Source: an optimization exercise on an open RTL-to-GDS flow (aim: small area and few clock cycles per item). Production flows keep margins and buffers that such runs may drop. In this exercise RTL edits were held to simulation tests only and were not proved equivalent to the original.

==> flow/design.v, too long to show whole: its modules and the start of the top module <==
// module aqids_fa: 10 lines
// module aqids_ha: 9 lines
// module air_quality_index_daily_summary: 3258 lines
module air_quality_index_daily_summary #(
  parameter int PERIODS_PER_DAY = 6
) (
  input  logic                clk,
  input  logic                rst_n,
  input  logic                cfg_we,
  input  logic [1:0]          cfg_index,
  input  logic [13:0]         cfg_wdata,
  input  logic                in_valid,
  output logic                in_ready,
  input  logic [13:0]         in_pm25_tenths,
  input  logic [13:0]         in_co2_ppm,
  input  logic signed [10:0]  in_temperature_tenths,
  input  logic [9:0]          in_humidity_tenths,
  output logic                out_valid,
  input  logic                out_ready,
  output logic [8:0]          out_aqi_index,
  output logic [2:0]          out_aqi_level,
  output logic [1:0]          out_co2_level,
  output logic signed [11:0]  out_thi_tenths,
  output logic [1:0]          out_thi_level,
  output logic                out_day_done,
  output logic [8:0]          out_avg_aqi,
  output logic [13:0]         out_avg_co2,
  output logic signed [11:0]  out_avg_thi_tenths,
  output logic [2:0]          out_rec_aqi_level,
  output logic [1:0]          out_rec_co2_level,
  output logic [2:0]          out_rec_thi_level
);
  // ...
==> flow/flow/run.sh <==
#!/bin/bash
# Layout flow: the standard flow (standard.sh), with
#  - the port buffers made of the smallest buffer cell (buf_1) instead of the
#    resizer's default choice (a delay buffer), and
#  - clock tree synthesis with clkbuf_8 buffers and without dummy loads.
set -e
export BUFFER_PORTS_ARGS="-buffer_cell sky130_fd_sc_hd__buf_1"
export CTS_ARGS="-sink_clustering_enable -repair_clock_nets -buf_list sky130_fd_sc_hd__clkbuf_8 -dont_use_dummy_load"
bash standard.sh > standard.log 2>&1
==> flow/standard.sh <==
#!/bin/bash
# synth_recipe.tcl (not shown) runs the flow's synth.tcl, then flattens the netlist and writes it again
# the make line also repeats each setting of config.mk as NAME=value (left out here)
make -C /OpenROAD-flow-scripts/flow DESIGN_CONFIG=/design/flow/config.mk WORK_HOME=/design/flow/orfs CLKGATE_MAP_FILE= SYNTH_SCRIPT=/design/flow/synth_recipe.tcl "${@:-finish}"
==> flow/config.mk <==
export PLATFORM = sky130hd
export DESIGN_NAME = air_quality_index_daily_summary
export DESIGN_NICKNAME = air_quality_index_daily_summary
export VERILOG_FILES = /design/flow/design.v
export SDC_FILE = /design/flow/constraint.sdc
export NUM_CORES = 4
export LEC_CHECK = 0
export ABC_AREA = 1
export CAP_MARGIN = 20
export CORE_MARGIN = 2
export CORE_UTILIZATION = 40
export SLEW_MARGIN = 20
export SYNTH_HIERARCHICAL = 1
export SYNTH_MINIMUM_KEEP_SIZE = 0
==> flow/constraint.sdc <==
create_clock -name core_clock -period 11.0 [get_ports {clk}]
set_input_delay 2.2000 -clock core_clock [delete_from_list [all_inputs] [get_ports {clk}]]
set_output_delay 2.2000 -clock core_clock [all_outputs]
set_load 0.01 [all_outputs]
==> flow_summary.json, run 1 <==
{
  "status": "complete, no violations",
  "whs_ns": 0.463,
  "ys_seq_elements": 155,
  "drtIter0Drc": 980,
  "layout_commonest_cell": "inv_1",
  "hold_path.class": "reg -> reg",
  "fill_cells": 4841,
  "synth_flop_cell": "edfxtp_1",
  "n_all_inverters": 474,
  "synth-xor-area-share": 0.0114,
  "ys_types": 53,
  "fin_crit_ns": 10.49,
  "reg.largest.list": "s1_thi_z_r x19, sum_co2_r x16",
  "async_flop_share": 0,
  "io_buffers": 143,
  "buffer_area_frac": 0.0349,
  "drc": 0,
  "slowest_delay_ns": 0.59,
  "syn_nets": 2844,
  "clock_buffers": 17,
  "tapCellCount": 664,
  "detailed_place_hpwl_mm": 40.0,
  "die_y_um": 227,
  "antenna_found_initial": 0,
  "design_area_um2": 21600,
  "post-cts-setup-buffers": 0,
  "top_usage_layer": "met2",
  "vias": 15272,
  "cts_tree": "done",
  "synth_commonest_cells": "inv_1, nand2_1, fa_1",
  "synth_top_family_by_area": "adder cells",
  "crit_buf_inv": 1
}
Testbench counts, summed over its fixed seeds: cycles 24,016, items 24,000.
==> run 2, diff against run 1 <==
--- a/flow/design.v
+++ b/flow/design.v
@@ -375,38 +375,27 @@
   logic tm_368, tm_369;
   logic tm_370, tm_371;
   logic tm_372, tm_373;
   logic tm_374, tm_375;
   logic tm_376, tm_377;
   logic tm_378, tm_379;
   logic tm_380;
   logic tm_381;
-  logic tm_382;
-  logic tm_383;
-  logic tm_384;
-  logic tm_385;
-  logic tm_386;
-  logic tm_387;
-  logic tm_388;
-  logic tm_389;
-  logic tm_390;
-  logic tm_391;
-  logic tm_392;
-  logic tm_393;
-  logic tm_394;
-  logic tm_395;
-  logic tm_396;
-  logic tm_397;
-  logic tm_398;
-  logic tm_399;
-  logic tm_400;
-  logic tm_401;
-  logic tm_402;
-  logic tm_403;
+  logic tm_382, tm_383;
+  logic tm_384, tm_385;
+  logic tm_386, tm_387;
+  logic tm_388, tm_389;
+  logic tm_390, tm_391;
+  logic tm_392, tm_393;
+  logic tm_394, tm_395;
+  logic tm_396, tm_397;
+  logic tm_398, tm_399;
+  logic tm_400, tm_401;
+  logic tm_402, tm_403;
   logic tm_404;
   logic tm_405;
   logic tm_406;
   logic tm_407;
   logic tm_408;
   logic tm_409;
   logic tm_410;
   logic tm_411;
@@ -457,105 +446,16 @@
   logic tm_456;
   logic tm_457;
   logic tm_458;
   logic tm_459;
   logic tm_460;
   logic tm_461;
   logic tm_462;
   logic tm_463;
-  logic tm_464;
-  logic tm_465;
-  logic tm_466;
-  logic tm_467;
-  logic tm_468;
-  logic tm_469;
-  logic tm_470;
-  logic tm_471;
-  logic tm_472;
-  logic tm_473;
-  logic tm_474;
-  logic tm_475;
-  logic tm_476;
-  logic tm_477;
-  logic tm_478;
-  logic tm_479;
-  logic tm_480;
-  logic tm_481;
-  logic tm_482;
-  logic tm_483;
-  logic tm_484;
-  logic tm_485;
-  logic tm_486;
-  logic tm_487;
-  logic tm_488;
-  logic tm_489;
-  logic tm_490;
-  logic tm_491;
-  logic tm_492;
-  logic tm_493;
-  logic tm_494;
-  logic tm_495;
-  logic tm_496;
-  logic tm_497;
-  logic tm_498;
-  logic tm_499;
-  logic tm_500;
-  logic tm_501;
-  logic tm_502;
-  logic tm_503;
-  logic tm_504;
-  logic tm_505;
-  logic tm_506;
-  logic tm_507;
-  logic tm_508;
-  logic tm_509;
-  logic tm_510;
-  logic tm_511;
-  logic tm_512;
-  logic tm_513;
-  logic tm_514;
-  logic tm_515;
-  logic tm_516;
-  logic tm_517;
-  logic tm_518;
-  logic tm_519;
-  logic tm_520;
-  logic tm_521;
-  logic tm_522;
-  logic tm_523;
-  logic tm_524;
-  logic tm_525;
-  logic tm_526;
-  logic tm_527;
-  logic tm_528;
-  logic tm_529;
-  logic tm_530;
-  logic tm_531;
-  logic tm_532;
-  logic tm_533;
-  logic tm_534;
-  logic tm_535;
-  logic tm_536;
-  logic tm_537;
-  logic tm_538;
-  logic tm_539;
-  logic tm_540;
-  logic tm_541;
-  logic tm_542;
-  logic tm_543;
-  logic tm_544;
-  logic tm_545;
-  logic tm_546;
-  logic tm_547;
-  logic tm_548;
-  logic tm_549;
-  logic tm_550;
-  logic tm_551;
-  logic tm_552;
   assign tm_0 = in_temperature_tenths[4] ^ 1'b1;
   assign tm_1 = in_temperature_tenths[4] & 1'b1;
   assign tm_2 = in_temperature_tenths[5] ^ 1'b1 ^ tm_1;
   assign tm_3 = (in_temperature_tenths[5] & 1'b1) | (in_temperature_tenths[5] & tm_1) | (1'b1 & tm_1);
   assign tm_4 = in_temperature_tenths[6] ^ 1'b1 ^ tm_3;
   assign tm_5 = (in_temperature_tenths[6] & 1'b1) | (in_temperature_tenths[6] & tm_3) | (1'b1 & tm_3);
   aqids_ha u_tm_6 (.a(in_temperature_tenths[7]), .b(tm_5), .s(tm_6), .co(tm_7));
   assign tm_8 = in_temperature_tenths[8] ^ 1'b1 ^ tm_7;
@@ -821,201 +721,101 @@
   aqids_fa u_tm_364 (.a(tm_281), .b(tm_326), .c(tm_325), .s(tm_364), .co(tm_365));
   aqids_fa u_tm_366 (.a(tm_285), .b(tm_328), .c(tm_327), .s(tm_366), .co(tm_367));
   aqids_fa u_tm_368 (.a(tm_289), .b(tm_330), .c(tm_329), .s(tm_368), .co(tm_369));
   aqids_fa u_tm_370 (.a(tm_293), .b(tm_332), .c(tm_331), .s(tm_370), .co(tm_371));
   aqids_fa u_tm_372 (.a(tm_297), .b(tm_334), .c(tm_333), .s(tm_372), .co(tm_373));
   aqids_fa u_tm_374 (.a(tm_301), .b(tm_336), .c(tm_335), .s(tm_374), .co(tm_375));
   aqids_fa u_tm_376 (.a(tm_303), .b(tm_338), .c(tm_337), .s(tm_376), .co(tm_377));
   aqids_ha u_tm_378 (.a(~tm_157), .b(tm_339), .s(tm_378), .co(tm_379));
-  assign tm_380 = tm_27 ^ tm_38;
-  assign tm_381 = tm_27 & tm_38;
-  assign tm_382 = tm_50 ^ tm_340;
-  assign tm_383 = tm_50 & tm_340;
-  assign tm_384 = tm_342 ^ tm_341;
-  assign tm_385 = tm_342 & tm_341;
-  assign tm_386 = tm_344 ^ tm_343;
-  assign tm_387 = tm_344 & tm_343;
-  assign tm_388 = tm_346 ^ tm_345;
-  assign tm_389 = tm_346 & tm_345;
-  assign tm_390 = tm_348 ^ tm_347;
-  assign tm_391 = tm_348 & tm_347;
-  assign tm_392 = tm_350 ^ tm_349;
-  assign tm_393 = tm_350 & tm_349;
-  assign tm_394 = tm_352 ^ tm_351;
-  assign tm_395 = tm_352 & tm_351;
-  assign tm_396 = tm_354 ^ tm_353;
-  assign tm_397 = tm_354 & tm_353;
-  assign tm_398 = tm_356 ^ tm_355;
-  assign tm_399 = tm_356 & tm_355;
-  assign tm_400 = tm_358 ^ tm_357;
-  assign tm_401 = tm_358 & tm_357;
-  assign tm_402 = tm_360 ^ tm_359;
-  assign tm_403 = tm_360 & tm_359;
-  assign tm_404 = tm_362 ^ tm_361;
-  assign tm_405 = tm_362 & tm_361;
-  assign tm_406 = tm_364 ^ tm_363;
-  assign tm_407 = tm_364 & tm_363;
-  assign tm_408 = tm_366 ^ tm_365;
-  assign tm_409 = tm_366 & tm_365;
-  assign tm_410 = tm_368 ^ tm_367;
-  assign tm_411 = tm_368 & tm_367;
-  assign tm_412 = tm_370 ^ tm_369;
-  assign tm_413 = tm_370 & tm_369;
-  assign tm_414 = tm_372 ^ tm_371;
-  assign tm_415 = tm_372 & tm_371;
-  assign tm_416 = tm_374 ^ tm_373;
-  assign tm_417 = tm_374 & tm_373;
-  assign tm_418 = tm_376 ^ tm_375;
-  assign tm_419 = tm_376 & tm_375;
-  assign tm_420 = tm_378 ^ tm_377;
-  assign tm_421 = tm_378 & tm_377;
-  assign tm_422 = 1'b1 ^ tm_379;
-  assign tm_423 = 1'b1 & tm_379;
-  assign tm_424 = tm_380 & tm_26;
-  assign tm_425 = tm_384 & tm_383;
-  assign tm_426 = tm_385 | tm_425;
-  assign tm_427 = tm_384 & tm_382;
-  assign tm_428 = tm_388 & tm_387;
-  assign tm_429 = tm_389 | tm_428;
-  assign tm_430 = tm_388 & tm_386;
-  assign tm_431 = tm_392 & tm_391;
-  assign tm_432 = tm_393 | tm_431;
-  assign tm_433 = tm_392 & tm_390;
-  assign tm_434 = tm_396 & tm_395;
-  assign tm_435 = tm_397 | tm_434;
-  assign tm_436 = tm_396 & tm_394;
-  assign tm_437 = tm_400 & tm_399;
-  assign tm_438 = tm_401 | tm_437;
-  assign tm_439 = tm_400 & tm_398;
-  assign tm_440 = tm_404 & tm_403;
-  assign tm_441 = tm_405 | tm_440;
-  assign tm_442 = tm_404 & tm_402;
-  assign tm_443 = tm_408 & tm_407;
-  assign tm_444 = tm_409 | tm_443;
-  assign tm_445 = tm_408 & tm_406;
-  assign tm_446 = tm_412 & tm_411;
-  assign tm_447 = tm_413 | tm_446;
-  assign tm_448 = tm_412 & tm_410;
-  assign tm_449 = tm_416 & tm_415;
-  assign tm_450 = tm_417 | tm_449;
-  assign tm_451 = tm_416 & tm_414;
-  assign tm_452 = tm_420 & tm_419;
-  assign tm_453 = tm_421 | tm_452;
-  assign tm_454 = tm_420 & tm_418;
-  assign tm_455 = tm_427 & tm_381;
-  assign tm_456 = tm_426 | tm_455;
-  assign tm_457 = tm_427 & tm_424;
-  assign tm_458 = tm_433 & tm_429;
-  assign tm_459 = tm_432 | tm_458;
-  assign tm_460 = tm_433 & tm_430;
-  assign tm_461 = tm_439 & tm_435;
-  assign tm_462 = tm_438 | tm_461;
-  assign tm_463 = tm_439 & tm_436;
-  assign tm_464 = tm_445 & tm_441;
-  assign tm_465 = tm_444 | tm_464;
-  assign tm_466 = tm_445 & tm_442;
-  assign tm_467 = tm_451 & tm_447;
-  assign tm_468 = tm_450 | tm_467;
-  assign tm_469 = tm_451 & tm_448;
-  assign tm_470 = tm_460 & tm_456;
-  assign tm_471 = tm_459 | tm_470;
-  assign tm_472 = tm_460 & tm_457;
-  assign tm_473 = tm_466 & tm_462;
-  assign tm_474 = tm_465 | tm_473;
-  assign tm_475 = tm_466 & tm_463;
-  assign tm_476 = tm_475 & tm_471;
-  assign tm_477 = tm_474 | tm_476;
-  assign tm_478 = tm_475 & tm_472;
-  assign tm_479 = tm_463 & tm_471;
-  assign tm_480 = tm_462 | tm_479;
-  assign tm_481 = tm_463 & tm_472;
-  assign tm_482 = tm_469 & tm_477;
-  assign tm_483 = tm_468 | tm_482;
-  assign tm_484 = tm_469 & tm_478;
-  assign tm_485 = tm_430 & tm_456;
-  assign tm_486 = tm_429 | tm_485;
-  assign tm_487 = tm_430 & tm_457;
-  assign tm_488 = tm_436 & tm_471;
-  assign tm_489 = tm_435 | tm_488;
-  assign tm_490 = tm_436 & tm_472;
-  assign tm_491 = tm_442 & tm_480;
-  assign tm_492 = tm_441 | tm_491;
-  assign tm_493 = tm_442 & tm_481;
-  assign tm_494 = tm_448 & tm_477;
-  assign tm_495 = tm_447 | tm_494;
-  assign tm_496 = tm_448 & tm_478;
-  assign tm_497 = tm_454 & tm_483;
-  assign tm_498 = tm_453 | tm_497;
-  assign tm_499 = tm_454 & tm_484;
-  assign tm_500 = tm_382 & tm_381;
-  assign tm_501 = tm_383 | tm_500;
-  assign tm_502 = tm_382 & tm_424;
-  assign tm_503 = tm_386 & tm_456;
-  assign tm_504 = tm_387 | tm_503;
-  assign tm_505 = tm_386 & tm_457;
-  assign tm_506 = tm_390 & tm_486;
-  assign tm_507 = tm_391 | tm_506;
-  assign tm_508 = tm_390 & tm_487;
-  assign tm_509 = tm_394 & tm_471;
-  assign tm_510 = tm_395 | tm_509;
-  assign tm_511 = tm_394 & tm_472;
-  assign tm_512 = tm_398 & tm_489;
-  assign tm_513 = tm_399 | tm_512;
-  assign tm_514 = tm_398 & tm_490;
-  assign tm_515 = tm_402 & tm_480;
-  assign tm_516 = tm_403 | tm_515;
-  assign tm_517 = tm_402 & tm_481;
-  assign tm_518 = tm_406 & tm_492;
-  assign tm_519 = tm_407 | tm_518;
-  assign tm_520 = tm_406 & tm_493;
-  assign tm_521 = tm_410 & tm_477;
-  assign tm_522 = tm_411 | tm_521;
-  assign tm_523 = tm_410 & tm_478;
-  assign tm_524 = tm_414 & tm_495;
-  assign tm_525 = tm_415 | tm_524;
-  assign tm_526 = tm_414 & tm_496;
-  assign tm_527 = tm_418 & tm_483;
-  assign tm_528 = tm_419 | tm_527;
-  assign tm_529 = tm_418 & tm_484;
-  assign tm_530 = tm_422 & tm_498;
-  assign tm_531 = tm_423 | tm_530;
-  assign tm_532 = tm_422 & tm_499;
-  assign tm_533 = tm_384 ^ tm_501;
-  assign tm_534 = tm_386 ^ tm_456;
-  assign tm_535 = tm_388 ^ tm_504;
-  assign tm_536 = tm_390 ^ tm_486;
-  assign tm_537 = tm_392 ^ tm_507;
-  assign tm_538 = tm_394 ^ tm_471;
-  assign tm_539 = tm_396 ^ tm_510;
-  assign tm_540 = tm_398 ^ tm_489;
-  assign tm_541 = tm_400 ^ tm_513;
-  assign tm_542 = tm_402 ^ tm_480;
-  assign tm_543 = tm_404 ^ tm_516;
-  assign tm_544 = tm_406 ^ tm_492;
-  assign tm_545 = tm_408 ^ tm_519;
-  assign tm_546 = tm_410 ^ tm_477;
-  assign tm_547 = tm_412 ^ tm_522;
-  assign tm_548 = tm_414 ^ tm_495;
-  assign tm_549 = tm_416 ^ tm_525;
-  assign tm_550 = tm_418 ^ tm_483;
-  assign tm_551 = tm_420 ^ tm_528;
-  assign tm_552 = tm_422 ^ tm_498;
-  assign tm_y    = {tm_552, tm_551, tm_550, tm_549, tm_548, tm_547, tm_546, tm_545, tm_544, tm_543, tm_542, tm_541, tm_540, tm_539, tm_538, tm_537, tm_536, tm_535, tm_534, tm_533};
+  assign tm_380 = tm_27 & tm_38;
+  assign tm_381 = (tm_50 & tm_340) | (tm_50 & tm_380) | (tm_340 & tm_380);
+  aqids_fa u_tm_382 (.a(tm_342), .b(tm_341), .c(tm_381), .s(tm_382), .co(tm_383));
+  aqids_fa u_tm_384 (.a(tm_344), .b(tm_343), .c(tm_383), .s(tm_384), .co(tm_385));
+  aqids_fa u_tm_386 (.a(tm_346), .b(tm_345), .c(tm_385), .s(tm_386), .co(tm_387));
+  aqids_fa u_tm_388 (.a(tm_348), .b(tm_347), .c(tm_387), .s(tm_388), .co(tm_389));
+  aqids_fa u_tm_390 (.a(tm_350), .b(tm_349), .c(tm_389), .s(tm_390), .co(tm_391));
+  aqids_fa u_tm_392 (.a(tm_352), .b(tm_351), .c(tm_391), .s(tm_392), .co(tm_393));
+  aqids_fa u_tm_394 (.a(tm_354), .b(tm_353), .c(tm_393), .s(tm_394), .co(tm_395));
+  aqids_fa u_tm_396 (.a(tm_356), .b(tm_355), .c(tm_395), .s(tm_396), .co(tm_397));
+  aqids_fa u_tm_398 (.a(tm_358), .b(tm_357), .c(tm_397), .s(tm_398), .co(tm_399));
+  aqids_fa u_tm_400 (.a(tm_360), .b(tm_359), .c(tm_399), .s(tm_400), .co(tm_401));
+  aqids_fa u_tm_402 (.a(tm_362), .b(tm_361), .c(tm_401), .s(tm_402), .co(tm_403));
+  assign tm_404 = tm_364 ^ tm_363;
+  assign tm_405 = tm_364 & tm_363;
+  assign tm_406 = tm_366 ^ tm_365;
+  assign tm_407 = tm_366 & tm_365;
+  assign tm_408 = tm_368 ^ tm_367;
+  assign tm_409 = tm_368 & tm_367;
+  assign tm_410 = tm_370 ^ tm_369;
+  assign tm_411 = tm_370 & tm_369;
+  assign tm_412 = tm_372 ^ tm_371;
+  assign tm_413 = tm_372 & tm_371;
+  assign tm_414 = tm_374 ^ tm_373;
+  assign tm_415 = tm_374 & tm_373;
+  assign tm_416 = tm_376 ^ tm_375;
+  assign tm_417 = tm_376 & tm_375;
+  assign tm_418 = tm_378 ^ tm_377;
+  assign tm_419 = tm_378 & tm_377;
+  assign tm_420 = 1'b1 ^ tm_379;
+  assign tm_421 = 1'b1 & tm_379;
+  assign tm_422 = tm_404 & tm_403;
+  assign tm_423 = tm_405 | tm_422;
+  assign tm_424 = tm_408 & tm_407;
+  assign tm_425 = tm_409 | tm_424;
+  assign tm_426 = tm_408 & tm_406;
+  assign tm_427 = tm_412 & tm_411;
+  assign tm_428 = tm_413 | tm_427;
+  assign tm_429 = tm_412 & tm_410;
+  assign tm_430 = tm_416 & tm_415;
+  assign tm_431 = tm_417 | tm_430;
+  assign tm_432 = tm_416 & tm_414;
+  assign tm_433 = tm_420 & tm_419;
+  assign tm_434 = tm_421 | tm_433;
+  assign tm_435 = tm_420 & tm_418;
+  assign tm_436 = tm_426 & tm_423;
+  assign tm_437 = tm_425 | tm_436;
+  assign tm_438 = tm_432 & tm_428;
+  assign tm_439 = tm_431 | tm_438;
+  assign tm_440 = tm_432 & tm_429;
+  assign tm_441 = tm_440 & tm_437;
+  assign tm_442 = tm_439 | tm_441;
+  assign tm_443 = tm_429 & tm_437;
+  assign tm_444 = tm_428 | tm_443;
+  assign tm_445 = tm_435 & tm_442;
+  assign tm_446 = tm_434 | tm_445;
+  assign tm_447 = tm_406 & tm_423;
+  assign tm_448 = tm_407 | tm_447;
+  assign tm_449 = tm_410 & tm_437;
+  assign tm_450 = tm_411 | tm_449;
+  assign tm_451 = tm_414 & tm_444;
+  assign tm_452 = tm_415 | tm_451;
+  assign tm_453 = tm_418 & tm_442;
+  assign tm_454 = tm_419 | tm_453;
+  assign tm_455 = tm_404 ^ tm_403;
+  assign tm_456 = tm_406 ^ tm_423;
+  assign tm_457 = tm_408 ^ tm_448;
+  assign tm_458 = tm_410 ^ tm_437;
+  assign tm_459 = tm_412 ^ tm_450;
+  assign tm_460 = tm_414 ^ tm_444;
+  assign tm_461 = tm_416 ^ tm_452;
+  assign tm_462 = tm_418 ^ tm_442;
+  assign tm_463 = tm_420 ^ tm_454;
+  assign tm_y    = {tm_463, tm_462, tm_461, tm_460, tm_459, tm_458, tm_457, tm_456, tm_455, tm_402, tm_400, tm_398, tm_396, tm_394, tm_392, tm_390, tm_388, tm_386, tm_384, tm_382};
   assign thi_z   = tm_y[18:0];
   assign thi_neg = tm_y[19];
   logic [5:0] aqi_sel;
   logic       aqi_ge1, aqi_ge2, aqi_ge3, aqi_ge4, aqi_ge5, aqi_ge6;
   logic [8:0] aqi_q;
-  assign aqi_ge1 = (in_pm25_tenths >= 14'd121);
-  assign aqi_ge2 = (in_pm25_tenths >= 14'd355);
-  assign aqi_ge3 = (in_pm25_tenths >= 14'd555);
-  assign aqi_ge4 = (in_pm25_tenths >= 14'd1505);
-  assign aqi_ge5 = (in_pm25_tenths >= 14'd2505);
-  assign aqi_ge6 = (in_pm25_tenths >= 14'd5000);
+  assign aqi_ge1 = (in_pm25_tenths[13] | (in_pm25_tenths[12] | (in_pm25_tenths[11] | (in_pm25_tenths[10] | (in_pm25_tenths[9] | (in_pm25_tenths[8] | (in_pm25_tenths[7] | (in_pm25_tenths[6] & (in_pm25_tenths[5] & (in_pm25_tenths[4] & (in_pm25_tenths[3] & (in_pm25_tenths[2] | (in_pm25_tenths[1] | in_pm25_tenths[0])))))))))))));
+  assign aqi_ge2 = (in_pm25_tenths[13] | (in_pm25_tenths[12] | (in_pm25_tenths[11] | (in_pm25_tenths[10] | (in_pm25_tenths[9] | (in_pm25_tenths[8] & (in_pm25_tenths[7] | (in_pm25_tenths[6] & (in_pm25_tenths[5] & (in_pm25_tenths[4] | (in_pm25_tenths[3] | (in_pm25_tenths[2] | (in_pm25_tenths[1] & in_pm25_tenths[0])))))))))))));
+  assign aqi_ge3 = (in_pm25_tenths[13] | (in_pm25_tenths[12] | (in_pm25_tenths[11] | (in_pm25_tenths[10] | (in_pm25_tenths[9] & (in_pm25_tenths[8] | (in_pm25_tenths[7] | (in_pm25_tenths[6] | (in_pm25_tenths[5] & (in_pm25_tenths[4] | (in_pm25_tenths[3] & (in_pm25_tenths[2] | (in_pm25_tenths[1] & in_pm25_tenths[0])))))))))))));
+  assign aqi_ge4 = (in_pm25_tenths[13] | (in_pm25_tenths[12] | (in_pm25_tenths[11] | (in_pm25_tenths[10] & (in_pm25_tenths[9] | (in_pm25_tenths[8] & (in_pm25_tenths[7] & (in_pm25_tenths[6] & (in_pm25_tenths[5] & (in_pm25_tenths[4] | (in_pm25_tenths[3] | (in_pm25_tenths[2] | (in_pm25_tenths[1] | in_pm25_tenths[0])))))))))))));
+  assign aqi_ge5 = (in_pm25_tenths[13] | (in_pm25_tenths[12] | (in_pm25_tenths[11] & (in_pm25_tenths[10] | (in_pm25_tenths[9] | (in_pm25_tenths[8] & (in_pm25_tenths[7] & (in_pm25_tenths[6] & (in_pm25_tenths[5] | (in_pm25_tenths[4] | (in_pm25_tenths[3] & (in_pm25_tenths[2] | (in_pm25_tenths[1] | in_pm25_tenths[0])))))))))))));
+  assign aqi_ge6 = (in_pm25_tenths[13] | (in_pm25_tenths[12] & (in_pm25_tenths[11] | (in_pm25_tenths[10] | (in_pm25_tenths[9] & (in_pm25_tenths[8] & (in_pm25_tenths[7] & (in_pm25_tenths[6] | (in_pm25_tenths[5] | (in_pm25_tenths[4] | in_pm25_tenths[3]))))))))));
   assign aqi_sel = {aqi_ge5, aqi_ge4 & ~aqi_ge5, aqi_ge3 & ~aqi_ge4, aqi_ge2 & ~aqi_ge3,
                     aqi_ge1 & ~aqi_ge2, ~aqi_ge1};
   logic aq_0;
   logic aq_1;
   logic aq_2;
   logic aq_3;
   logic aq_4;
   logic aq_5;
@@ -1490,133 +1290,16 @@
   logic aq_635;
   logic aq_636;
   logic aq_637;
   logic aq_638;
   logic aq_639;
   logic aq_640;
   logic aq_641;
   logic aq_642;
-  logic aq_643;
-  logic aq_644;
-  logic aq_645;
-  logic aq_646;
-  logic aq_647;
-  logic aq_648;
-  logic aq_649;
-  logic aq_650;
-  logic aq_651;
-  logic aq_652;
-  logic aq_653;
-  logic aq_654;
-  logic aq_655;
-  logic aq_656;
-  logic aq_657;
-  logic aq_658;
-  logic aq_659;
-  logic aq_660;
-  logic aq_661;
-  logic aq_662;
-  logic aq_663;
-  logic aq_664;
-  logic aq_665;
-  logic aq_666;
-  logic aq_667;
-  logic aq_668;
-  logic aq_669;
-  logic aq_670;
-  logic aq_671;
-  logic aq_672;
-  logic aq_673;
-  logic aq_674;
-  logic aq_675;
-  logic aq_676;
-  logic aq_677;
-  logic aq_678;
-  logic aq_679;
-  logic aq_680;
-  logic aq_681;
-  logic aq_682;
-  logic aq_683;
-  logic aq_684;
-  logic aq_685;
-  logic aq_686;
-  logic aq_687;
-  logic aq_688;
-  logic aq_689;
-  logic aq_690;
-  logic aq_691;
-  logic aq_692;
-  logic aq_693;
-  logic aq_694;
-  logic aq_695;
-  logic aq_696;
-  logic aq_697;
-  logic aq_698;
-  logic aq_699;
-  logic aq_700;
-  logic aq_701;
-  logic aq_702;
-  logic aq_703;
-  logic aq_704;
-  logic aq_705;
-  logic aq_706;
-  logic aq_707;
-  logic aq_708;
-  logic aq_709;
-  logic aq_710;
-  logic aq_711;
-  logic aq_712;
-  logic aq_713;
-  logic aq_714;
-  logic aq_715;
-  logic aq_716;
-  logic aq_717;
-  logic aq_718;
-  logic aq_719;
-  logic aq_720;
-  logic aq_721;
-  logic aq_722;
-  logic aq_723;
-  logic aq_724;
-  logic aq_725;
-  logic aq_726;
-  logic aq_727;
-  logic aq_728;
-  logic aq_729;
-  logic aq_730;
-  logic aq_731;
-  logic aq_732;
-  logic aq_733;
-  logic aq_734;
-  logic aq_735;
-  logic aq_736;
-  logic aq_737;
-  logic aq_738;
-  logic aq_739;
-  logic aq_740;
-  logic aq_741;
-  logic aq_742;
-  logic aq_743;
-  logic aq_744;
-  logic aq_745;
-  logic aq_746;
-  logic aq_747;
-  logic aq_748;
-  logic aq_749;
-  logic aq_750;
-  logic aq_751;
-  logic aq_752;
-  logic aq_753;
-  logic aq_754;
-  logic aq_755;
-  logic aq_756;
-  logic aq_757;
-  logic aq_758;
-  logic aq_759;
   assign aq_0 = aqi_sel[3];
   assign aq_1 = in_pm25_tenths[0] & aq_0;
   assign aq_2 = in_pm25_tenths[1] & aq_0;
   assign aq_3 = in_pm25_tenths[2] & aq_0;
   assign aq_4 = in_pm25_tenths[3] & aq_0;
   assign aq_5 = in_pm25_tenths[4] & aq_0;
   assign aq_6 = in_pm25_tenths[5] & aq_0;
   assign aq_7 = in_pm25_tenths[6] & aq_0;
@@ -2011,212 +1694,95 @@
   aqids_fa u_aq_549 (.a(aq_444), .b(aq_499), .c(aq_498), .s(aq_549), .co(aq_550));
   aqids_fa u_aq_551 (.a(aq_448), .b(aq_501), .c(aq_500), .s(aq_551), .co(aq_552));
   aqids_fa u_aq_553 (.a(aq_452), .b(aq_503), .c(aq_502), .s(aq_553), .co(aq_554));
   aqids_fa u_aq_555 (.a(aq_456), .b(aq_505), .c(aq_504), .s(aq_555), .co(aq_556));
   aqids_fa u_aq_557 (.a(aq_460), .b(aq_507), .c(aq_506), .s(aq_557), .co(aq_558));
   aqids_fa u_aq_559 (.a(aq_464), .b(aq_509), .c(aq_508), .s(aq_559), .co(aq_560));
   aqids_fa u_aq_561 (.a(aq_468), .b(aq_511), .c(aq_510), .s(aq_561), .co(aq_562));
   aqids_fa u_aq_563 (.a(aq_470), .b(aq_513), .c(aq_512), .s(aq_563), .co(aq_564));
-  assign aq_565 = ~aq_1 ^ 1'b1;
-  assign aq_566 = ~aq_1 & 1'b1;
-  assign aq_567 = 1'b1 ^ aq_515;
-  assign aq_568 = 1'b1 & aq_515;
-  assign aq_569 = aq_517 ^ aq_516;
-  assign aq_570 = aq_517 & aq_516;
-  assign aq_571 = aq_519 ^ aq_518;
-  assign aq_572 = aq_519 & aq_518;
-  assign aq_573 = aq_521 ^ aq_520;
-  assign aq_574 = aq_521 & aq_520;
-  assign aq_575 = aq_523 ^ aq_522;
-  assign aq_576 = aq_523 & aq_522;
-  assign aq_577 = aq_525 ^ aq_524;
-  assign aq_578 = aq_525 & aq_524;
-  assign aq_579 = aq_527 ^ aq_526;
-  assign aq_580 = aq_527 & aq_526;
-  assign aq_581 = aq_529 ^ aq_528;
-  assign aq_582 = aq_529 & aq_528;
-  assign aq_583 = aq_531 ^ aq_530;
-  assign aq_584 = aq_531 & aq_530;
-  assign aq_585 = aq_533 ^ aq_532;
-  assign aq_586 = aq_533 & aq_532;
-  assign aq_587 = aq_535 ^ aq_534;
-  assign aq_588 = aq_535 & aq_534;
-  assign aq_589 = aq_537 ^ aq_536;
-  assign aq_590 = aq_537 & aq_536;
-  assign aq_591 = aq_539 ^ aq_538;
-  assign aq_592 = aq_539 & aq_538;
-  assign aq_593 = aq_541 ^ aq_540;
-  assign aq_594 = aq_541 & aq_540;
-  assign aq_595 = aq_543 ^ aq_542;
-  assign aq_596 = aq_543 & aq_542;
-  assign aq_597 = aq_545 ^ aq_544;
-  assign aq_598 = aq_545 & aq_544;
-  assign aq_599 = aq_547 ^ aq_546;
-  assign aq_600 = aq_547 & aq_546;
-  assign aq_601 = aq_549 ^ aq_548;
-  assign aq_602 = aq_549 & aq_548;
-  assign aq_603 = aq_551 ^ aq_550;
-  assign aq_604 = aq_551 & aq_550;
-  assign aq_605 = aq_553 ^ aq_552;
-  assign aq_606 = aq_553 & aq_552;
-  assign aq_607 = aq_555 ^ aq_554;
-  assign aq_608 = aq_555 & aq_554;
-  assign aq_609 = aq_557 ^ aq_556;
-  assign aq_610 = aq_557 & aq_556;
-  assign aq_611 = aq_559 ^ aq_558;
-  assign aq_612 = aq_559 & aq_558;
-  assign aq_613 = aq_561 ^ aq_560;
-  assign aq_614 = aq_561 & aq_560;
-  assign aq_615 = aq_563 ^ aq_562;
-  assign aq_616 = aq_563 & aq_562;
-  assign aq_617 = ~aq_2 & aq_566;
-  assign aq_618 = ~aq_2 & aq_565;
-  assign aq_619 = aq_569 & aq_568;
-  assign aq_620 = aq_570 | aq_619;
-  assign aq_621 = aq_569 & aq_567;
-  assign aq_622 = aq_573 & aq_572;
-  assign aq_623 = aq_574 | aq_622;
-  assign aq_624 = aq_573 & aq_571;
-  assign aq_625 = aq_577 & aq_576;
-  assign aq_626 = aq_578 | aq_625;
-  assign aq_627 = aq_577 & aq_575;
-  assign aq_628 = aq_581 & aq_580;
-  assign aq_629 = aq_582 | aq_628;
-  assign aq_630 = aq_581 & aq_579;
-  assign aq_631 = aq_585 & aq_584;
-  assign aq_632 = aq_586 | aq_631;
-  assign aq_633 = aq_585 & aq_583;
-  assign aq_634 = aq_589 & aq_588;
-  assign aq_635 = aq_590 | aq_634;
-  assign aq_636 = aq_589 & aq_587;
-  assign aq_637 = aq_593 & aq_592;
-  assign aq_638 = aq_594 | aq_637;
-  assign aq_639 = aq_593 & aq_591;
-  assign aq_640 = aq_597 & aq_596;
-  assign aq_641 = aq_598 | aq_640;
-  assign aq_642 = aq_597 & aq_595;
-  assign aq_643 = aq_601 & aq_600;
-  assign aq_644 = aq_602 | aq_643;
-  assign aq_645 = aq_601 & aq_599;
-  assign aq_646 = aq_605 & aq_604;
-  assign aq_647 = aq_606 | aq_646;
-  assign aq_648 = aq_605 & aq_603;
-  assign aq_649 = aq_609 & aq_608;
-  assign aq_650 = aq_610 | aq_649;
-  assign aq_651 = aq_609 & aq_607;
-  assign aq_652 = aq_613 & aq_612;
-  assign aq_653 = aq_614 | aq_652;
-  assign aq_654 = aq_613 & aq_611;
-  assign aq_655 = aq_621 & aq_617;
-  assign aq_656 = aq_620 | aq_655;
-  assign aq_657 = aq_621 & aq_618;
-  assign aq_658 = aq_627 & aq_623;
-  assign aq_659 = aq_626 | aq_658;
-  assign aq_660 = aq_627 & aq_624;
-  assign aq_661 = aq_633 & aq_629;
-  assign aq_662 = aq_632 | aq_661;
-  assign aq_663 = aq_633 & aq_630;
-  assign aq_664 = aq_639 & aq_635;
-  assign aq_665 = aq_638 | aq_664;
-  assign aq_666 = aq_639 & aq_636;
-  assign aq_667 = aq_645 & aq_641;
-  assign aq_668 = aq_644 | aq_667;
-  assign aq_669 = aq_645 & aq_642;
-  assign aq_670 = aq_651 & aq_647;
-  assign aq_671 = aq_650 | aq_670;
-  assign aq_672 = aq_651 & aq_648;
-  assign aq_673 = aq_660 & aq_656;
-  assign aq_674 = aq_659 | aq_673;
-  assign aq_675 = aq_660 & aq_657;
-  assign aq_676 = aq_666 & aq_662;
-  assign aq_677 = aq_665 | aq_676;
-  assign aq_678 = aq_666 & aq_663;
-  assign aq_679 = aq_672 & aq_668;
-  assign aq_680 = aq_671 | aq_679;
-  assign aq_681 = aq_672 & aq_669;
-  assign aq_682 = aq_678 & aq_674;
-  assign aq_683 = aq_677 | aq_682;
-  assign aq_684 = aq_678 & aq_675;
-  assign aq_685 = aq_681 & aq_683;
-  assign aq_686 = aq_680 | aq_685;
-  assign aq_687 = aq_681 & aq_684;
-  assign aq_688 = aq_663 & aq_674;
-  assign aq_689 = aq_662 | aq_688;
-  assign aq_690 = aq_663 & aq_675;
-  assign aq_691 = aq_669 & aq_683;
-  assign aq_692 = aq_668 | aq_691;
-  assign aq_693 = aq_669 & aq_684;
-  assign aq_694 = aq_624 & aq_656;
-  assign aq_695 = aq_623 | aq_694;
-  assign aq_696 = aq_624 & aq_657;
-  assign aq_697 = aq_630 & aq_674;
-  assign aq_698 = aq_629 | aq_697;
-  assign aq_699 = aq_630 & aq_675;
-  assign aq_700 = aq_636 & aq_689;
-  assign aq_701 = aq_635 | aq_700;
-  assign aq_702 = aq_636 & aq_690;
-  assign aq_703 = aq_642 & aq_683;
-  assign aq_704 = aq_641 | aq_703;
-  assign aq_705 = aq_642 & aq_684;
-  assign aq_706 = aq_648 & aq_692;
-  assign aq_707 = aq_647 | aq_706;
-  assign aq_708 = aq_648 & aq_693;
-  assign aq_709 = aq_654 & aq_686;
-  assign aq_710 = aq_653 | aq_709;
-  assign aq_711 = aq_654 & aq_687;
-  assign aq_712 = aq_567 & aq_617;
-  assign aq_713 = aq_568 | aq_712;
-  assign aq_714 = aq_567 & aq_618;
-  assign aq_715 = aq_571 & aq_656;
-  assign aq_716 = aq_572 | aq_715;
-  assign aq_717 = aq_571 & aq_657;
-  assign aq_718 = aq_575 & aq_695;
-  assign aq_719 = aq_576 | aq_718;
-  assign aq_720 = aq_575 & aq_696;
-  assign aq_721 = aq_579 & aq_674;
-  assign aq_722 = aq_580 | aq_721;
-  assign aq_723 = aq_579 & aq_675;
-  assign aq_724 = aq_583 & aq_698;
-  assign aq_725 = aq_584 | aq_724;
-  assign aq_726 = aq_583 & aq_699;
-  assign aq_727 = aq_587 & aq_689;
-  assign aq_728 = aq_588 | aq_727;
-  assign aq_729 = aq_587 & aq_690;
-  assign aq_730 = aq_591 & aq_701;
-  assign aq_731 = aq_592 | aq_730;
-  assign aq_732 = aq_591 & aq_702;
-  assign aq_733 = aq_595 & aq_683;
-  assign aq_734 = aq_596 | aq_733;
-  assign aq_735 = aq_595 & aq_684;
-  assign aq_736 = aq_599 & aq_704;
-  assign aq_737 = aq_600 | aq_736;
-  assign aq_738 = aq_599 & aq_705;
-  assign aq_739 = aq_603 & aq_692;
-  assign aq_740 = aq_604 | aq_739;
-  assign aq_741 = aq_603 & aq_693;
-  assign aq_742 = aq_607 & aq_707;
-  assign aq_743 = aq_608 | aq_742;
-  assign aq_744 = aq_607 & aq_708;
-  assign aq_745 = aq_611 & aq_686;
-  assign aq_746 = aq_612 | aq_745;
-  assign aq_747 = aq_611 & aq_687;
-  assign aq_748 = aq_615 & aq_710;
-  assign aq_749 = aq_616 | aq_748;
-  assign aq_750 = aq_615 & aq_711;
-  assign aq_751 = aq_599 ^ aq_704;
-  assign aq_752 = aq_601 ^ aq_737;
-  assign aq_753 = aq_603 ^ aq_692;
-  assign aq_754 = aq_605 ^ aq_740;
-  assign aq_755 = aq_607 ^ aq_707;
-  assign aq_756 = aq_609 ^ aq_743;
-  assign aq_757 = aq_611 ^ aq_686;
-  assign aq_758 = aq_613 ^ aq_746;
-  assign aq_759 = aq_615 ^ aq_710;
-  assign aqi_q = {aq_759, aq_758, aq_757, aq_756, aq_755, aq_754, aq_753, aq_752, aq_751};
+  assign aq_565 = ~aq_1 & 1'b1;
+  assign aq_566 = ~aq_2 & aq_565;
+  assign aq_567 = (1'b1 & aq_515) | (1'b1 & aq_566) | (aq_515 & aq_566);
+  assign aq_568 = (aq_517 & aq_516) | (aq_517 & aq_567) | (aq_516 & aq_567);
+  assign aq_569 = (aq_519 & aq_518) | (aq_519 & aq_568) | (aq_518 & aq_568);
+  assign aq_570 = (aq_521 & aq_520) | (aq_521 & aq_569) | (aq_520 & aq_569);
+  assign aq_571 = (aq_523 & aq_522) | (aq_523 & aq_570) | (aq_522 & aq_570);
+  assign aq_572 = (aq_525 & aq_524) | (aq_525 & aq_571) | (aq_524 & aq_571);
+  assign aq_573 = (aq_527 & aq_526) | (aq_527 & aq_572) | (aq_526 & aq_572);
+  assign aq_574 = (aq_529 & aq_528) | (aq_529 & aq_573) | (aq_528 & aq_573);
+  assign aq_575 = (aq_531 & aq_530) | (aq_531 & aq_574) | (aq_530 & aq_574);
+  assign aq_576 = (aq_533 & aq_532) | (aq_533 & aq_575) | (aq_532 & aq_575);
+  assign aq_577 = (aq_535 & aq_534) | (aq_535 & aq_576) | (aq_534 & aq_576);
+  assign aq_578 = (aq_537 & aq_536) | (aq_537 & aq_577) | (aq_536 & aq_577);
+  assign aq_579 = (aq_539 & aq_538) | (aq_539 & aq_578) | (aq_538 & aq_578);
+  assign aq_580 = (aq_541 & aq_540) | (aq_541 & aq_579) | (aq_540 & aq_579);
+  assign aq_581 = (aq_543 & aq_542) | (aq_543 & aq_580) | (aq_542 & aq_580);
+  assign aq_582 = (aq_545 & aq_544) | (aq_545 & aq_581) | (aq_544 & aq_581);
+  assign aq_583 = aq_547 ^ aq_546;
+  assign aq_584 = aq_547 & aq_546;
+  assign aq_585 = aq_549 ^ aq_548;
+  assign aq_586 = aq_549 & aq_548;
+  assign aq_587 = aq_551 ^ aq_550;
+  assign aq_588 = aq_551 & aq_550;
+  assign aq_589 = aq_553 ^ aq_552;
+  assign aq_590 = aq_553 & aq_552;
+  assign aq_591 = aq_555 ^ aq_554;
+  assign aq_592 = aq_555 & aq_554;
+  assign aq_593 = aq_557 ^ aq_556;
+  assign aq_594 = aq_557 & aq_556;
+  assign aq_595 = aq_559 ^ aq_558;
+  assign aq_596 = aq_559 & aq_558;
+  assign aq_597 = aq_561 ^ aq_560;
+  assign aq_598 = aq_561 & aq_560;
+  assign aq_599 = aq_563 ^ aq_562;
+  assign aq_600 = aq_563 & aq_562;
+  assign aq_601 = aq_583 & aq_582;
+  assign aq_602 = aq_584 | aq_601;
+  assign aq_603 = aq_587 & aq_586;
+  assign aq_604 = aq_588 | aq_603;
+  assign aq_605 = aq_587 & aq_585;
+  assign aq_606 = aq_591 & aq_590;
+  assign aq_607 = aq_592 | aq_606;
+  assign aq_608 = aq_591 & aq_589;
+  assign aq_609 = aq_595 & aq_594;
+  assign aq_610 = aq_596 | aq_609;
+  assign aq_611 = aq_595 & aq_593;
+  assign aq_612 = aq_599 & aq_598;
+  assign aq_613 = aq_600 | aq_612;
+  assign aq_614 = aq_599 & aq_597;
+  assign aq_615 = aq_605 & aq_602;
+  assign aq_616 = aq_604 | aq_615;
+  assign aq_617 = aq_611 & aq_607;
+  assign aq_618 = aq_610 | aq_617;
+  assign aq_619 = aq_611 & aq_608;
+  assign aq_620 = aq_619 & aq_616;
+  assign aq_621 = aq_618 | aq_620;
+  assign aq_622 = aq_608 & aq_616;
+  assign aq_623 = aq_607 | aq_622;
+  assign aq_624 = aq_614 & aq_621;
+  assign aq_625 = aq_613 | aq_624;
+  assign aq_626 = aq_585 & aq_602;
+  assign aq_627 = aq_586 | aq_626;
+  assign aq_628 = aq_589 & aq_616;
+  assign aq_629 = aq_590 | aq_628;
+  assign aq_630 = aq_593 & aq_623;
+  assign aq_631 = aq_594 | aq_630;
+  assign aq_632 = aq_597 & aq_621;
+  assign aq_633 = aq_598 | aq_632;
+  assign aq_634 = aq_583 ^ aq_582;
+  assign aq_635 = aq_585 ^ aq_602;
+  assign aq_636 = aq_587 ^ aq_627;
+  assign aq_637 = aq_589 ^ aq_616;
+  assign aq_638 = aq_591 ^ aq_629;
+  assign aq_639 = aq_593 ^ aq_623;
+  assign aq_640 = aq_595 ^ aq_631;
+  assign aq_641 = aq_597 ^ aq_621;
+  assign aq_642 = aq_599 ^ aq_633;
+  assign aqi_q = {aq_642, aq_641, aq_640, aq_639, aq_638, aq_637, aq_636, aq_635, aq_634};
   assign aqi_c = aqi_ge6 ? 9'd500 : aqi_q;
   always_ff @(posedge clk) begin
     if (!rst_n) begin
       s1_valid_r <= 1'b0;
     end else if (adv) begin
       s1_valid_r <= in_valid;
     end
   end
@@ -2680,17 +2246,17 @@
   assign td_269 = td_142 ^ td_253;
   assign td_270 = td_144 ^ td_211;
   assign td_271 = td_146 ^ td_256;
   assign td_272 = td_148 ^ td_229;
   assign td_273 = td_150 ^ td_259;
   assign td_274 = td_152 ^ td_217;
   assign td_275 = td_154 ^ td_262;
   assign thi_q = {td_275, td_274, td_273, td_272, td_271, td_270, td_269, td_268, td_267, td_266, td_265, td_264};
-  assign thi_u = s1_thi_neg_r ? 12'd0 : ((thi_q > 12'd2250) ? 12'd2250 : thi_q);
+  assign thi_u = s1_thi_neg_r ? 12'd0 : ((thi_q[11] & (thi_q[10] | (thi_q[9] | (thi_q[8] | (thi_q[7] & (thi_q[6] & (thi_q[5] | (thi_q[4] | (thi_q[3] & (thi_q[2] | (thi_q[1] & thi_q[0]))))))))))) ? 12'd2250 : thi_q);
   logic co2_le_good, co2_le_moderate;
   logic cl_0;
   logic cl_1;
   logic cl_2;
   logic cl_3;
   logic cl_4;
   logic cl_5;
   logic cl_6;
@@ -3231,51 +2797,51 @@
   assign avg_aqi   = {av_3, av_6, av_9, av_12, av_15, av_18, av_21, av_24, av_27};
   assign avg_co2   = {av_30, av_33, av_36, av_39, av_42, av_45, av_48, av_51, av_54, av_57, av_60, av_63, av_66, av_69};
   assign avg_thi_u = {av_72, av_75, av_78, av_81, av_84, av_87, av_90, av_93, av_96, av_99, av_102, av_105};
   assign avg_thi   = $signed({av_122, av_120, av_118, av_116, av_114, av_112, av_110, av_108, av_96, av_99, av_102, av_105});
   assign avg_le_good     = av_137;
   assign avg_le_moderate = av_151;
   assign avg_le_high     = av_165;
   always_comb begin
-    if (avg_aqi <= 9'd50) rec_aqi = 3'd0;
-    else if (avg_aqi <= 9'd100) rec_aqi = 3'd1;
-    else if (avg_aqi <= 9'd150) rec_aqi = 3'd2;
-    else if (avg_aqi <= 9'd200) rec_aqi = 3'd3;
+    if (!(avg_aqi[8] | (avg_aqi[7] | (avg_aqi[6] | (avg_aqi[5] & (avg_aqi[4] & (avg_aqi[3] | (avg_aqi[2] | (avg_aqi[1] & avg_aqi[0]))))))))) rec_aqi = 3'd0;
+    else if (!(avg_aqi[8] | (avg_aqi[7] | (avg_aqi[6] & (avg_aqi[5] & (avg_aqi[4] | (avg_aqi[3] | (avg_aqi[2] & (avg_aqi[1] | avg_aqi[0]))))))))) rec_aqi = 3'd1;
+    else if (!(avg_aqi[8] | (avg_aqi[7] & (avg_aqi[6] | (avg_aqi[5] | (avg_aqi[4] & (avg_aqi[3] | (avg_aqi[2] & (avg_aqi[1] & avg_aqi[0]))))))))) rec_aqi = 3'd2;
+    else if (!(avg_aqi[8] | (avg_aqi[7] & (avg_aqi[6] & (avg_aqi[5] | (avg_aqi[4] | (avg_aqi[3] & (avg_aqi[2] | (avg_aqi[1] | avg_aqi[0]))))))))) rec_aqi = 3'd3;
     else rec_aqi = 3'd4;
   end
   always_comb begin
     if (avg_le_good) rec_co2 = 2'd0;
     else if (avg_le_moderate) rec_co2 = 2'd1;
     else if (avg_le_high) rec_co2 = 2'd2;
     else rec_co2 = 2'd3;
   end
   always_comb begin
-    if (avg_thi_u < 12'd670) rec_thi = 3'd0;
-    else if (avg_thi_u < 12'd690) rec_thi = 3'd1;
-    else if (avg_thi_u < 12'd720) rec_thi = 3'd2;
-    else if (avg_thi_u < 12'd750) rec_thi = 3'd3;
+    if (!(avg_thi_u[11] | (avg_thi_u[10] | (avg_thi_u[9] & (avg_thi_u[8] | (avg_thi_u[7] & (avg_thi_u[6] | (avg_thi_u[5] | (avg_thi_u[4] & (avg_thi_u[3] & (avg_thi_u[2] & avg_thi_u[1]))))))))))) rec_thi = 3'd0;
+    else if (!(avg_thi_u[11] | (avg_thi_u[10] | (avg_thi_u[9] & (avg_thi_u[8] | (avg_thi_u[7] & (avg_thi_u[6] | (avg_thi_u[5] & (avg_thi_u[4] & (avg_thi_u[3] | (avg_thi_u[2] | avg_thi_u[1]))))))))))) rec_thi = 3'd1;
+    else if (!(avg_thi_u[11] | (avg_thi_u[10] | (avg_thi_u[9] & (avg_thi_u[8] | (avg_thi_u[7] & (avg_thi_u[6] & (avg_thi_u[5] | avg_thi_u[4])))))))) rec_thi = 3'd2;
+    else if (!(avg_thi_u[11] | (avg_thi_u[10] | (avg_thi_u[9] & (avg_thi_u[8] | (avg_thi_u[7] & (avg_thi_u[6] & (avg_thi_u[5] & (avg_thi_u[4] | (avg_thi_u[3] & (avg_thi_u[2] & avg_thi_u[1]))))))))))) rec_thi = 3'd3;
     else rec_thi = 3'd4;
   end
   assign out_valid      = s2_valid_r;
   assign out_aqi_index  = s2_aqi_r;
   assign out_co2_level  = s2_co2_lvl_r;
   assign out_thi_tenths = s2_thi_r;
   assign out_day_done   = day_r;
   always_comb begin
-    if (s2_aqi_r <= 9'd50) out_aqi_level = 3'd0;
-    else if (s2_aqi_r <= 9'd100) out_aqi_level = 3'd1;
-    else if (s2_aqi_r <= 9'd150) out_aqi_level = 3'd2;
-    else if (s2_aqi_r <= 9'd200) out_aqi_level = 3'd3;
+    if (!(s2_aqi_r[8] | (s2_aqi_r[7] | (s2_aqi_r[6] | (s2_aqi_r[5] & (s2_aqi_r[4] & (s2_aqi_r[3] | (s2_aqi_r[2] | (s2_aqi_r[1] & s2_aqi_r[0]))))))))) out_aqi_level = 3'd0;
+    else if (!(s2_aqi_r[8] | (s2_aqi_r[7] | (s2_aqi_r[6] & (s2_aqi_r[5] & (s2_aqi_r[4] | (s2_aqi_r[3] | (s2_aqi_r[2] & (s2_aqi_r[1] | s2_aqi_r[0]))))))))) out_aqi_level = 3'd1;
+    else if (!(s2_aqi_r[8] | (s2_aqi_r[7] & (s2_aqi_r[6] | (s2_aqi_r[5] | (s2_aqi_r[4] & (s2_aqi_r[3] | (s2_aqi_r[2] & (s2_aqi_r[1] & s2_aqi_r[0]))))))))) out_aqi_level = 3'd2;
+    else if (!(s2_aqi_r[8] | (s2_aqi_r[7] & (s2_aqi_r[6] & (s2_aqi_r[5] | (s2_aqi_r[4] | (s2_aqi_r[3] & (s2_aqi_r[2] | (s2_aqi_r[1] | s2_aqi_r[0]))))))))) out_aqi_level = 3'd3;
     else out_aqi_level = 3'd4;
   end
   always_comb begin
-    if (s2_thi_r < 12'sd270) out_thi_level = 2'd0;
-    else if (s2_thi_r < 12'sd290) out_thi_level = 2'd1;
-    else if (s2_thi_r < 12'sd320) out_thi_level = 2'd2;
+    if (s2_thi_r[11] || !(s2_thi_r[10] | (s2_thi_r[9] | (s2_thi_r[8] & (s2_thi_r[7] | (s2_thi_r[6] | (s2_thi_r[5] | (s2_thi_r[4] | (s2_thi_r[3] & (s2_thi_r[2] & s2_thi_r[1])))))))))) out_thi_level = 2'd0;
+    else if (!(s2_thi_r[10] | (s2_thi_r[9] | (s2_thi_r[8] & (s2_thi_r[7] | (s2_thi_r[6] | (s2_thi_r[5] & (s2_thi_r[4] | (s2_thi_r[3] | (s2_thi_r[2] | s2_thi_r[1])))))))))) out_thi_level = 2'd1;
+    else if (!(s2_thi_r[10] | (s2_thi_r[9] | (s2_thi_r[8] & (s2_thi_r[7] | s2_thi_r[6]))))) out_thi_level = 2'd2;
     else out_thi_level = 2'd3;
   end
   assign out_avg_aqi        = day_r ? avg_aqi : 9'd0;
   assign out_avg_co2        = day_r ? avg_co2 : 14'd0;
   assign out_avg_thi_tenths = day_r ? avg_thi : 12'sd0;
   assign out_rec_aqi_level  = day_r ? rec_aqi : 3'd0;
   assign out_rec_co2_level  = day_r ? rec_co2 : 2'd0;
   assign out_rec_thi_level  = day_r ? rec_thi : 3'd0;
==> run 2 against run 1 <==
  * Fmax grew 0.37%
  * Critical endpoint unchanged
  * Highest routed layer unchanged
  * Critical path depth grew 2
  * Still clean on timing, DRC and antenna
  * Cell area down 2.8%
  * Clock skew is 0.0024 ns lower
  * Register-to-register slack better by 0.04 ns
  * Flip-flop and latch count is the same
  * Largest cell class unchanged
  * Synthesized area is 2.9% lower
  * First-iteration DRC count is 9.5% lower
==> flow_summary.json, run 2 <==
{
  "h-tree-depth": 4,
  "cts_buffer_depth": 2,
  "synth_seq_area_share": 0.216,
  "setup_tns_ns": 0,
  "setup.worst_path.end_class": "flop",
  "synth_commonest_cells": "inv_1, fa_1, nand2_1",
  "worst_slack_ns": 0.547,
  "dp_slack_ns": 0.160,
  "yosysWarnings": 7,
  "via_per_inst": 5.03,
  "detailed_place_hpwl_mm": 39.3,
  "ys_seq_elements": 155,
  "finalWirelength_mm": 47.1,
  "cts.sinks": 155,
  "layout-drive-gt1-share": 0.0598,
  "slowest_stage": "fa_1",
  "syn_nets": 2704,
  "register_area_um2": 4180,
  "ys_top_cells_by_area": "fa_1, edfxtp_1, ha_1",
  "synth_edf_count": 108,
  "crit_top_cell": "fa_1",
  "die_w_um": 224,
  "status": "complete, no violations",
  "row_count": 80,
  "io_pins": 144,
  "clock_latency_ns": 0.47,
  "grt.overflow.total": 0,
  "crit_arrival_ns": 10.66,
  "ys_types": 49,
  "wl_per_cell_um": 16.1,
  "fill_cells": 4774,
  "hold_viol_final": 0,
  "regMostFlops": "s1_thi_z_r",
  "initial_core_util": 0.405,
  "ff2ff_setup_slack_ns": 0.55,
  "fin_crit_sh": 0.950,
  "grt_pass1_wl_mm": 77.2,
  "fmax_mhz": 95.7,
  "grt_use_total": 0.194,
  "hold_path.class": "reg -> reg",
  "grt_pass1_vias": 15243,
  "synth_flop_cell": "edfxtp_1",
  "drc": 0,
  "die_y_um": 224,
  "largest_register_ffs": 19,
  "drtIter0Drc": 887,
  "fin_crit_ns": 10.45,
  "dieArea_um2": 50300,
  "synth_area_per_cell_um2": 8.95,
  "cp_max_fo": 3,
  "areaGrowthSynthToFinish_pct": 8.50,
  "async_flop_share": 0,
  "drv_cap": 0,
  "crit_required_ns": 11.20,
  "synth_top_area_frac": 0.341,
  "multiInputGateArea_um2": 13400,
  "layout_commonest_cell": "inv_1",
  "synth.most_common_cell": "inv_1",
  "cts_tree": "done",
  "critPathKind": "reg -> reg",
  "io_buffers": 143,
  "slowest_delay_ns": 0.59,
  "ant_nets": 0,
  "hold_buffers": 0,
  "design.core.area_um2": 47800,
  "met1_usage": 0.268,
  "dr.pass1.iters": 7,
  "clk_pin_slew_ns": 0.09,
  "cp-start-kind": "flop",
  "slew_headroom": 0.363,
  "met3_usage": 0.0228,
  "finalSetupViolCount": 0,
  "synth_area_um2": 19400,
  "gp_congestion": 0.919,
  "drv_slew": 0,
  "yosysTopAreaCell": "fa_1",
  "worst_pin_slew_ns": 0.956,
  "top_usage_layer": "met2",
  "nets": 2847,
  "reg.largest.list": "s1_thi_z_r x19, sum_co2_r x16",
  "netlist_instances": 2167,
  "grt_max_degree": 68,
  "cts_root_buf": "clkbuf_8",
  "vias": 14694,
  "fin_skew_ns": 0.0264,
  "final_cell_mix": "inv_1, fa_1, nand2_1",
  "grt_use_met2": 0.324,
  "numCtsBuffers": 17,
  "antenna_found_initial": 1
}
## run 2: cell count changes after synthesis, sizes merged, moves of 8 or more
cell and change:
fa +8, inv -29, nor2 -8, a21oi -8, nand2 -19, ha -35
## run 2: final cells by class
cell class	instances	share of cell area
multi-input combinational	1508	0.635
clock buffer	17	0.0111
inverter	450	0.0803
sequential	155	0.199
timing repair buffer	178	0.0380
tap	615	0.0366
antenna	1	0.000119
## run 2: routing by layer
layer	wire length, um	up-vias
met5	0	-
met4	752	0
met3	2340	46
met2	22300	381
met1	21700	7221
li1	-	7046
## run 2: modules after synthesis, one instance, submodules excluded
module | cell area [um^2] | cells | times used | flip-flops and latches
air_quality_index_daily_summary | 12400 | 1796 | 1 | 155
aqids_fa | 20.0 | 1 | 314 | 0
aqids_ha | 12.5 | 1 | 57 | 0
## run 2: timing repair
item | 4_1_cts | 5_1_grt
buffers inserted | 0 | 5
resized for setup | 0 | 9
endpoints found under the setup margin | 0 | 3
## run 2: cells by family (layout without fill, tap and decap cells)
group           count (synthesis)  in the layout  synth area share
fa+ha+maj                     467            467             0.429
mux                             2              2           0.00103
simple gates                  769            769             0.169
flops                         155            155             0.216
other cells                     0              1                 0
xor+xnor                       18             18           0.00813
buf+inv                       504            645            0.0975
compound gates                252            252            0.0799
## run 2: final timing paths
check | from | cells past startpoint | end
max | s1_thi_z_r[12] | 41 | sum_thi_r[13]
min | co2_high_r[0] | 2 | co2_high_r[0]
max reg2reg | s1_thi_z_r[12] | 41 | sum_thi_r[13]
min reg2reg | co2_high_r[0] | 2 | co2_high_r[0]
## run 2: critical path, delay by kind of cell, from the launching register on
kind                       cells  cell delay [ns]
and+or+nand+nor                8             0.69
AOI/OAI and AO/OA             10             1.58
DFF                            1             0.42
xor gates and xnor gates       2             0.35
buffers and inverters          2             0.18
adders and majority gates     19             7.00
## run 2: per-stage QoR
step / hold WS (ns) / util / area (um^2) / instances
after global routing: 0.507 / 0.440 / 21000 / 2924
after detailed placement: 0.452 / 0.433 / 20700 / 2901
after CTS: 0.466 / 0.438 / 21000 / 2918
final: 0.468 / 0.440 / 21000 / 2924
after global placement: 0.446 / 0.433 / 20700 / 2901
after floorplan: 0.430 / - / 19400 / 2167
Testbench counts of run 2, summed over its fixed seeds: cycles 24,016, items 24,000.

[re-timing with driven ports]
The results above use ideal ports. As a check the final layouts listed here were re-extracted and re-timed, cells and wires unchanged.
Step 1 (the two cells are an assumption about what drives the block):
set clk [get_ports {clk}]
set_driving_cell -lib_cell sky130_fd_sc_hd__clkbuf_16 $clk
set_driving_cell -lib_cell sky130_fd_sc_hd__buf_2 [delete_from_list [all_inputs] $clk]
Step 2 adds t to the input delays and takes it off the output delays; t is the mean of the earliest and latest rising clock arrival at the registers after step 1. Input paths then give back, and output paths get back, about the clock's delay inside the block.
Three values: ideal, step 1, step 2; two values: the first two.
run | t, ns | slack for setup (ns) | worst setup path after step 2 | clock arrival spread, ns | pins driven straight from the clock port
run 1 | 0.516 | 0.508 / 0.508 / 0.508 | register to register | 0.041 / 0.041 | 1
run 2 | 0.510 | 0.547 / 0.547 / 0.547 | register to register | 0.038 / 0.038 | 1
After both steps setup and hold are still met in every run listed.
